This design comes from an exercise in tuning for small area and a short achievable clock period on the open sky130 flow, not from production work.
RTL that was checked went through simulation tests only; none was proved equivalent to the original.
Power and IR drop assume default switching activity.

== run 1 ==
==> flow/design.v <==
`timescale 1ns/100ps
module pfxCarry #(
  parameter int N  = 32,
  parameter bit KS = 1
) (
  input  logic [N-1:0] p,
  input  logic [N-1:0] g,
  output logic [N-1:0] c
);
  localparam int L = $clog2(N);
  logic [N-1:0] gg [0:L];
  logic [N-1:0] pp [0:L];
  always_comb begin
    gg[0] = g;
    pp[0] = p;
    for (int k = 0; k < L; k++) begin
      for (int i = 0; i < N; i++) begin
        int j;
        if (KS) j = i - (1 << k);
        else    j = ((i >> k) & 1) ? (((i >> k) << k) - 1) : -1;
        if (j >= 0) begin
          gg[k+1][i] = gg[k][i] | (pp[k][i] & gg[k][j]);
          pp[k+1][i] = pp[k][i] & pp[k][j];
        end else begin
          gg[k+1][i] = gg[k][i];
          pp[k+1][i] = pp[k][i];
        end
      end
    end
  end
  assign c = gg[L];
endmodule
module pfxAdd #(
  parameter int N  = 32,
  parameter bit KS = 1
) (
  input  logic [N-1:0] a,
  input  logic [N-1:0] b,
  output logic [N-1:0] s,
  output logic         co
);
  logic [N-1:0] p, c;
  assign p = a ^ b;
  pfxCarry #(.N(N), .KS(KS)) carry_i (.p (p), .g (a & b), .c (c));
  assign s  = p ^ {c[N-2:0], 1'b0};
  assign co = c[N-1];
endmodule
`timescale 1ns/100ps
module executeUnit (
  input  logic         Clk,
  input  logic         reset,
  input  logic [150:0] idExIn,
  output logic [106:0] exMemOut
);
  localparam bit KS_ALU = 0;
  localparam bit KS_BT  = 0;
  logic [4:0]  inCtrl;
  logic        regDst, aluSrc;
  logic [5:0]  aluOp, funct;
  logic [31:0] pcPlus4, rdA, rdB, imm;
  logic [4:0]  rt, rd, shamt;
  assign inCtrl  = idExIn[150:146];
  assign regDst  = idExIn[145];
  assign aluSrc  = idExIn[144];
  assign aluOp   = idExIn[143:138];
  assign pcPlus4 = idExIn[137:106];
  assign rdA     = idExIn[105:74];
  assign rdB     = idExIn[73:42];
  assign imm     = idExIn[41:10];
  assign rt      = idExIn[9:5];
  assign rd      = idExIn[4:0];
  assign funct   = imm[5:0];
  assign shamt   = imm[10:6];
  logic isR;
  logic dSub, dSlt, dAnd, dOr, dXor, dNor, dSll, dSrl, dShift, dLogic, dArith;
  assign isR    = (aluOp == 6'h00);
  assign dSlt   = (isR & (funct == 6'h2A)) | (aluOp == 6'h0A);
  assign dSub   = (isR & (funct == 6'h22)) | (aluOp == 6'h04) | dSlt;
  assign dAnd   = (isR & (funct == 6'h24)) | (aluOp == 6'h0C);
  assign dOr    = (isR & (funct == 6'h25)) | (aluOp == 6'h0D);
  assign dXor   =  isR & (funct == 6'h26);
  assign dNor   =  isR & (funct == 6'h27);
  assign dSll   =  isR & (funct == 6'h00);
  assign dSrl   =  isR & (funct == 6'h02);
  assign dShift = dSll | dSrl;
  assign dLogic = dAnd | dOr | dXor | dNor;
  assign dArith = ~(dSlt | dLogic | dShift);
  logic [31:0] opB, inP, inG, shIn, shPre;
  logic [3:0]  lutP, lutG;
  assign opB = aluSrc ? imm : rdB;
  logic dAndi, dOri, dNone;
  assign dAndi = dAnd | dOr;                   
  assign dOri  = dOr | dXor;                   
  assign dNone = dAnd | dNor | dShift;         
  assign lutP = {dSub | dAndi, ~(dSub | dNone), ~(dSub | dNone), dSub | dNor};
  assign lutG = {~(dSub | dLogic | dShift), dSub, 2'b00};
  always_comb
    for (int i = 0; i < 32; i++)
      shIn[i] = (dSll & opB[31-i]) | (dSrl & opB[i]);
  assign shPre = shamt[4] ? {16'd0, shIn[31:16]} : shIn;
  always_comb
    for (int i = 0; i < 32; i++) begin
      inP[i] = lutP[{rdA[i], opB[i]}] | shPre[i];
      inG[i] = lutG[{rdA[i], opB[i]}];
    end
  logic [14:0] btLo, btHi0;
  logic        btLoCo, btHiCo;
  pfxAdd #(.N(15), .KS(KS_BT)) btLoAdd_i (.a (pcPlus4[16:2]),  .b (imm[14:0]),  .s (btLo),  .co (btLoCo));
  pfxAdd #(.N(15), .KS(KS_BT)) btHiAdd_i (.a (pcPlus4[31:17]), .b (imm[29:15]), .s (btHi0), .co (btHiCo));
  logic        killQ;                  
  logic [4:0]  ctrlQ, wrQ;
  logic [31:0] rd2Q, pQ, gQ;
  logic        cinQ;
  logic        sumQ, sltQ, srlQ, sllQ;
  logic [3:0]  shamtQ;
  logic [14:0] btLoQ, btHi0Q;
  logic [1:0]  btPcQ;
  logic        btCQ;
  always_ff @(posedge Clk) begin
    killQ  <= reset;
    ctrlQ  <= inCtrl;
    wrQ    <= regDst ? rd : rt;
    rd2Q   <= rdB;
    pQ     <= inP;
    gQ     <= {inG[31:1], inG[0] | (inP[0] & dSub)};
    cinQ   <= dSub;
    sumQ   <= dArith | dLogic;
    sltQ   <= dSlt;
    srlQ   <= dSrl;
    sllQ   <= dSll;
    shamtQ <= shamt[3:0];
    btPcQ  <= pcPlus4[1:0];
    btLoQ  <= btLo;
    btHi0Q <= btHi0;
    btCQ   <= btLoCo;
  end
  logic clr;
  assign clr = reset | killQ;
  logic [31:0] carry, sum, sh, shRev;
  logic        lt, zAdd, zSh, zero;
  logic [31:0] aluRes;
  pfxCarry #(.N(32), .KS(KS_ALU)) aluCarry_i (.p (pQ), .g (gQ), .c (carry));
  assign sum = pQ ^ {carry[30:0], cinQ};
  assign sh = pQ >> shamtQ;
  always_comb for (int i = 0; i < 32; i++) shRev[i] = sh[31-i];
  assign lt = pQ[31] ? sum[31] : gQ[31];
  logic [31:0] kin;
  assign kin  = {pQ[30:0] | gQ[30:0], cinQ};
  assign zAdd = (pQ == kin);
  logic [15:0] keep;
  always_comb for (int k = 0; k < 16; k++) keep[k] = (k >= shamtQ);
  assign zSh  = ~|pQ[31:16] & ~|(pQ[15:0] & keep);
  logic selSum, selSrl, selSll, selSlt;
  assign selSum = sumQ & ~clr;
  assign selSrl = srlQ & ~clr;
  assign selSll = sllQ & ~clr;
  assign selSlt = sltQ & ~clr;
  assign aluRes = ({32{selSum}} & sum) | ({32{selSrl}} & sh) | ({32{selSll}} & shRev) |
                  {31'd0, selSlt & lt};
  assign zero   = (sumQ & zAdd) | (sltQ & ~lt) | ((srlQ | sllQ) & zSh);
  logic [14:0] btHi;
  assign btHi = btHi0Q + {14'd0, btCQ};
  always_ff @(posedge Clk) begin
    exMemOut[106:102] <= clr ? 5'd0 : ctrlQ;
    exMemOut[101:70]  <= clr ? 32'd0 : {btHi, btLoQ, btPcQ};
    exMemOut[69]      <= ~reset & (killQ | zero);
    exMemOut[68:37]   <= aluRes;
    exMemOut[36:5]    <= clr ? 32'd0 : rd2Q;
    exMemOut[4:0]     <= clr ? 5'd0 : wrQ;
  end
endmodule
clock: 5.0 ns
lec_check: 0
cap_margin: 20
core_margin: 2
core_utilization: 40
setup_slack_margin: 2.9
slew_margin: 20
standard.sh (not shown) runs the stock make flow with config.mk's settings and CLKGATE_MAP_FILE= SYNTH_SCRIPT=/design/flow/synth_recipe.tcl, a recipe that flattens the netlist after the stock synthesis.
==> flow/flow/run.sh <==
#!/bin/bash
# Own layout flow: the standard ORFS flow with four changes.
#  * ABC maps for delay (dch; map -D) instead of ORFS's area-recovering script.
#  * Yosys does not extract full/half adder cells, so ABC sees the whole
#    carry logic (ADDER_MAP_FILE empty).
#  * Clock tree from clkbuf_8 cells, without dummy loads.
#  * Port buffers are buf_2 cells instead of clkdlybuf4s50_1 delay cells.
# The synthesis itself is otherwise ORFS's (synth_recipe.tcl), so the registers
# and their names are the standard synthesis's.
set -euo pipefail
W=$PWD
rm -rf "$W/scripts_own"
cp -r "$FLOW_HOME/scripts" "$W/scripts_own"
cp "$W/flow/abc_speed.script" "$W/scripts_own/abc_speed.script"
export SCRIPTS_DIR="$W/scripts_own"
export ADDER_MAP_FILE=
export BUFFER_PORTS_ARGS="-buffer_cell sky130_fd_sc_hd__buf_2"
export CTS_ARGS="-sink_clustering_enable -repair_clock_nets -buf_list sky130_fd_sc_hd__clkbuf_8 -dont_use_dummy_load"
bash standard.sh synth > "$W/own_synth.log" 2>&1
bash standard.sh > "$W/own_layout.log" 2>&1
==> flow/flow/abc_speed.script <==
strash
dch
map -D 800
buffer -p
upsize -D 800
dnsize -D 800
stime -p
Here is what was changed in the inputs of run 2 compared with run 1.
--- a/flow/design.v
+++ b/flow/design.v
@@ -100,12 +100,16 @@
   assign shPre = shamt[4] ? {16'd0, shIn[31:16]} : shIn;
   always_comb
     for (int i = 0; i < 32; i++) begin
       inP[i] = lutP[{rdA[i], opB[i]}] | shPre[i];
       inG[i] = lutG[{rdA[i], opB[i]}];
     end
+  logic [3:0] lutG0;
+  logic       inG0;
+  assign lutG0 = {lutG[3] | dSub, dSub, 1'b0, dSub};
+  assign inG0  = lutG0[{rdA[0], opB[0]}];
   logic [14:0] btLo, btHi0;
   logic        btLoCo, btHiCo;
   pfxAdd #(.N(15), .KS(KS_BT)) btLoAdd_i (.a (pcPlus4[16:2]),  .b (imm[14:0]),  .s (btLo),  .co (btLoCo));
   pfxAdd #(.N(15), .KS(KS_BT)) btHiAdd_i (.a (pcPlus4[31:17]), .b (imm[29:15]), .s (btHi0), .co (btHiCo));
   logic        killQ;                  
   logic [4:0]  ctrlQ, wrQ;
@@ -119,13 +123,13 @@
   always_ff @(posedge Clk) begin
     killQ  <= reset;
     ctrlQ  <= inCtrl;
     wrQ    <= regDst ? rd : rt;
     rd2Q   <= rdB;
     pQ     <= inP;
-    gQ     <= {inG[31:1], inG[0] | (inP[0] & dSub)};
+    gQ     <= {inG[31:1], inG0};
     cinQ   <= dSub;
     sumQ   <= dArith | dLogic;
     sltQ   <= dSlt;
     srlQ   <= dSrl;
     sllQ   <= dSll;
     shamtQ <= shamt[3:0];
Findings:
In summary, run 2 completed successfully, with a layout that passed the timing, DRC and antenna checks. Run 1 -> run 2: clock network power consumption flat. | adder and majority gate portion of the synthesized area | run 1 vs run 2 | ≈ equal |. As of run 2, total power had fallen slightly compared to run 1. Run comparison: run 2 worst setup path endpoint pQ[0]$_DFF_P_; run 1 worst setup path endpoint pQ[27]$_DFF_P_. Comparing total placed cells including tap cells for run 2 and run 1, the smaller number came from run 2. Minimum clock period after layout came out higher on run 2 than on run 1. Between run 2 and run 1, the combinational power does not differ in any meaningful way. The higher global-route total usage across every layer of run 2 and run 1 is in run 2. Between run 2 and run 1, it is run 2 whose maximum frequency is lower, by 4.4 MHz. Re period utilization: run 1 was lower than run 2.
Function was not checked in any run of this note: the RTL went through the layout flow alone.


## job 101
executeUnit, a different RTL version from the one above (not shown whole).
Size: ~2300 cells after synthesis, roughly 260 flip-flops, about 15000 um^2 of cells after synthesis.
==> module executeUnit, before the edit <==
module executeUnit (
  input  logic         Clk,
  input  logic         reset,
  input  logic [150:0] idExIn,
  output logic [106:0] exMemOut
);
  localparam bit KS_ALU = 0;
  localparam bit KS_BT  = 0;
  logic [4:0]  inCtrl;
  logic        regDst, aluSrc;
  logic [5:0]  aluOp, funct;
  logic [31:0] pcPlus4, rdA, rdB, imm;
  logic [4:0]  rt, rd, shamt;
  assign inCtrl  = idExIn[150:146];
  assign regDst  = idExIn[145];
  assign aluSrc  = idExIn[144];
  assign aluOp   = idExIn[143:138];
  assign pcPlus4 = idExIn[137:106];
  assign rdA     = idExIn[105:74];
  assign rdB     = idExIn[73:42];
  assign imm     = idExIn[41:10];
  assign rt      = idExIn[9:5];
  assign rd      = idExIn[4:0];
  assign funct   = imm[5:0];
  assign shamt   = imm[10:6];
  logic isR;
  logic dSub, dSlt, dAnd, dOr, dXor, dNor, dSll, dSrl, dShift, dLogic, dArith;
  assign isR    = (aluOp == 6'h00);
  assign dSlt   = (isR & (funct == 6'h2A)) | (aluOp == 6'h0A);
  assign dSub   = (isR & (funct == 6'h22)) | (aluOp == 6'h04) | dSlt;
  assign dAnd   = (isR & (funct == 6'h24)) | (aluOp == 6'h0C);
  assign dOr    = (isR & (funct == 6'h25)) | (aluOp == 6'h0D);
  assign dXor   =  isR & (funct == 6'h26);
  assign dNor   =  isR & (funct == 6'h27);
  assign dSll   =  isR & (funct == 6'h00);
  assign dSrl   =  isR & (funct == 6'h02);
  assign dShift = dSll | dSrl;
  assign dLogic = dAnd | dOr | dXor | dNor;
  assign dArith = ~(dSlt | dLogic | dShift);
  logic [31:0] opB, t, gAdd, gSub, inP, inG, shIn, shPre;
  assign opB  = aluSrc ? imm : rdB;
  assign t    = rdA ^ opB;
  assign gAdd = rdA & opB;
  assign gSub = rdA & ~opB;
  always_comb for (int i = 0; i < 32; i++) shIn[i] = dSll ? opB[31-i] : opB[i];
  assign shPre = shamt[4] ? {16'd0, shIn[31:16]} : shIn;
  assign inP = dShift ? shPre : (dSub ? ~t : t);
  assign inG = dSub ? gSub : gAdd;
  logic [14:0] btLo, btHi0;
  logic        btLoCo, btHiCo;
  pfxAdd #(.N(15), .KS(KS_BT)) btLoAdd_i (.a (pcPlus4[16:2]),  .b (imm[14:0]),  .s (btLo),  .co (btLoCo));
  pfxAdd #(.N(15), .KS(KS_BT)) btHiAdd_i (.a (pcPlus4[31:17]), .b (imm[29:15]), .s (btHi0), .co (btHiCo));
  logic        killQ;                  
  logic [4:0]  ctrlQ, wrQ;
  logic [31:0] rd2Q, pQ, gQ;
  logic        cinQ;
  logic        sumQ, sltQ, srlQ, sllQ, logicQ;
  logic [2:0]  lutQ;                   
  logic [3:0]  shamtQ;
  logic [14:0] btLoQ, btHi0Q;
  logic [1:0]  btPcQ;
  logic        btCQ;
  always_ff @(posedge Clk) begin
    killQ  <= reset;
    ctrlQ  <= inCtrl;
    wrQ    <= regDst ? rd : rt;
    rd2Q   <= rdB;
    pQ     <= inP;
    gQ     <= {inG[31:1], inG[0] | (inP[0] & dSub)};
    cinQ   <= dSub;
    sumQ   <= dArith;
    sltQ   <= dSlt;
    srlQ   <= dSrl;
    sllQ   <= dSll;
    logicQ <= dLogic;
    lutQ   <= {dAnd | dOr, dOr | dXor, dNor};
    shamtQ <= shamt[3:0];
    btPcQ  <= pcPlus4[1:0];
    btLoQ  <= btLo;
    btHi0Q <= btHi0;
    btCQ   <= btLoCo;
  end
  logic [31:0] carry, sum, lres, sh, shRev;
  logic        lt, zAdd, zSh, zL, zero;
  logic [31:0] aluRes;
  pfxCarry #(.N(32), .KS(KS_ALU)) aluCarry_i (.p (pQ), .g (gQ), .c (carry));
  assign sum = pQ ^ {carry[30:0], cinQ};
  always_comb
    for (int i = 0; i < 32; i++)
      lres[i] = gQ[i] ? lutQ[2] : (pQ[i] ? lutQ[1] : lutQ[0]);
  assign sh = pQ >> shamtQ;
  always_comb for (int i = 0; i < 32; i++) shRev[i] = sh[31-i];
  assign lt = pQ[31] ? sum[31] : gQ[31];
  logic [31:0] kin;
  assign kin  = {pQ[30:0] | gQ[30:0], cinQ};
  assign zAdd = (pQ == kin);
  logic [15:0] keep;
  always_comb for (int k = 0; k < 16; k++) keep[k] = (k >= shamtQ);
  assign zSh  = ~|pQ[31:16] & ~|(pQ[15:0] & keep);
  logic [31:0] pg;
  logic zG, zP, zPG, aPG;
  assign pg  = pQ | gQ;
  assign zG  = ~|gQ;
  assign zP  = ~|pQ;
  assign zPG = ~|pg;
  assign aPG = &pg;
  assign zL = (lutQ[2] & ~lutQ[1] & zG) | (lutQ[2] & lutQ[1] & zPG) |
              (~lutQ[2] & lutQ[1] & zP) | (lutQ[0] & aPG);
  assign aluRes = ({32{sumQ}} & sum) | ({32{srlQ}} & sh) | ({32{sllQ}} & shRev) |
                  lres | {31'd0, sltQ & lt};
  assign zero   = (sumQ & zAdd) | (sltQ & ~lt) | ((srlQ | sllQ) & zSh) | (logicQ & zL);
  logic [14:0] btHi;
  assign btHi = btHi0Q + {14'd0, btCQ};
  logic clr;
  assign clr = reset | killQ;
  always_ff @(posedge Clk) begin
    exMemOut[106:102] <= clr ? 5'd0 : ctrlQ;
    exMemOut[101:70]  <= clr ? 32'd0 : {btHi, btLoQ, btPcQ};
    exMemOut[69]      <= ~reset & (killQ | zero);
    exMemOut[68:37]   <= clr ? 32'd0 : aluRes;
    exMemOut[36:5]    <= clr ? 32'd0 : rd2Q;
    exMemOut[4:0]     <= clr ? 5'd0 : wrQ;
  end
endmodule
clock: 5.0 ns
lec_check: 0
cap_margin: 20
core_margin: 2
core_utilization: 40
setup_slack_margin: 3.0
slew_margin: 20
==> flow/flow/run.sh <==
#!/bin/bash
# Own layout flow: the standard ORFS flow with three changes.
#  * ABC maps for delay (dch; map -D) instead of ORFS's area-recovering script.
#  * Yosys does not extract full/half adder cells, so ABC sees the whole
#    carry logic (ADDER_MAP_FILE empty).
#  * Port buffers are buf_2 cells instead of clkdlybuf4s50_1 delay cells.
# The synthesis itself is otherwise ORFS's (synth_recipe.tcl), so the registers
# and their names are the standard synthesis's.
set -euo pipefail
W=$PWD
rm -rf "$W/scripts_own"
cp -r "$FLOW_HOME/scripts" "$W/scripts_own"
cp "$W/flow/abc_speed.script" "$W/scripts_own/abc_speed.script"
export SCRIPTS_DIR="$W/scripts_own"
export ADDER_MAP_FILE=
export BUFFER_PORTS_ARGS="-buffer_cell sky130_fd_sc_hd__buf_2"
bash standard.sh synth > "$W/own_synth.log" 2>&1
bash standard.sh > "$W/own_layout.log" 2>&1
Scripts as last shown in full above: flow/flow/abc_speed.script
### job 101 -> job 103
-- flow/design.v --
<<< job 101, line 146
  always_comb for (int k = 0; k < 16; k++) keep[k] = (k >= shamtQ);
  assign zSh  = ~|pQ[31:16] & ~|(pQ[15:0] & keep);
  logic [31:0] pg;
  logic zG, zP, zPG, aPG;
  assign pg  = pQ | gQ;
  assign zG  = ~|gQ;
  assign zP  = ~|pQ;
  assign zPG = ~|pg;
  assign aPG = &pg;
  assign zL = (lutQ[2] & ~lutQ[1] & zG) | (lutQ[2] & lutQ[1] & zPG) |
              (~lutQ[2] & lutQ[1] & zP) | (lutQ[0] & aPG);
  assign aluRes = ({32{sumQ}} & sum) | ({32{srlQ}} & sh) | ({32{sllQ}} & shRev) |
                  lres | {31'd0, sltQ & lt};
>>> job 103, line 146
  always_comb for (int k = 0; k < 16; k++) keep[k] = (k >= shamtQ);
  assign zSh  = ~|pQ[31:16] & ~|(pQ[15:0] & keep);
  assign zL   = (lres == 32'd0);
  assign aluRes = ({32{sumQ}} & sum) | ({32{srlQ}} & sh) | ({32{sllQ}} & shRev) |
                  lres | {31'd0, sltQ & lt};
==> comparison <==
Area growth from synthesis to layout (lower): job 101. Going from job 101 to job 103, number of endpoints failing setup at the final stage comparable, instance count on the critical path now larger. Status | job 103 and job 101 | clean. Job 103 ends up with lower routed wire length than job 101 does. Re cell area power density: job 103 and job 101 aren't equal, and the higher value belongs to job 101. Final worst setup slack, job 103 and job 101, higher one = job 103. Job 103 against job 101: met3 wire length decreased 13%; die height decreased 0.84%; final core area utilization increased 1.4 points; transition time at the pin with the least slew margin increased 54 ps; final period demand of the worst path decreased 140 ps. Non-clock buffer count, job 103 and job 101, lower one = job 101. Looking at main combinational cell family by area after synthesis, the compound AO/OA/AOI/OAI gates result is from job 103; the simple AND/OR/NAND/NOR gates one comes from job 101. Clock network fraction of design power | job 103 above job 101. Taking job 101 as the reference point, the switching share of total power of job 103 falls by 0.35 points.
Only the layout flow was run in job 101; the RTL was not checked for function there.

[port drivers added, routing unchanged]
How much do the figures lean on ideal ports? The routed layouts below were timed once more, with nothing changed but the port constraints.
Step 1 assumes that a clkbuf_16 drives the clock port and a buf_2 every other input.
Step 2, shift: input delay + t, output delay - t, t = (earliest + latest rising clock arrival at the registers) / 2. This alone moves slack from input paths to output paths.
Three values: no drivers, after step 1, after step 2; two values: the first two.
run	shift t [ns]	setup slack, ns	worst hold slack (ns)
run 1	0.646	2.849 / 2.870 / 2.224	0.394 / 0.394 / 0.394
run 2	0.621	2.829 / 2.845 / 2.224	0.402 / 0.402 / 0.402
job 101	0.641	2.810 / 2.810 / 2.349	0.400 / 0.400 / 0.400
job 103	0.625	2.948 / 2.921 / 2.352	0.399 / 0.399 / 0.399
After both steps setup and hold are still met in every run listed. For run 1, which loses most, drivers alone change the setup slack by +0.021 ns; drivers and shift together by -0.625 ns.
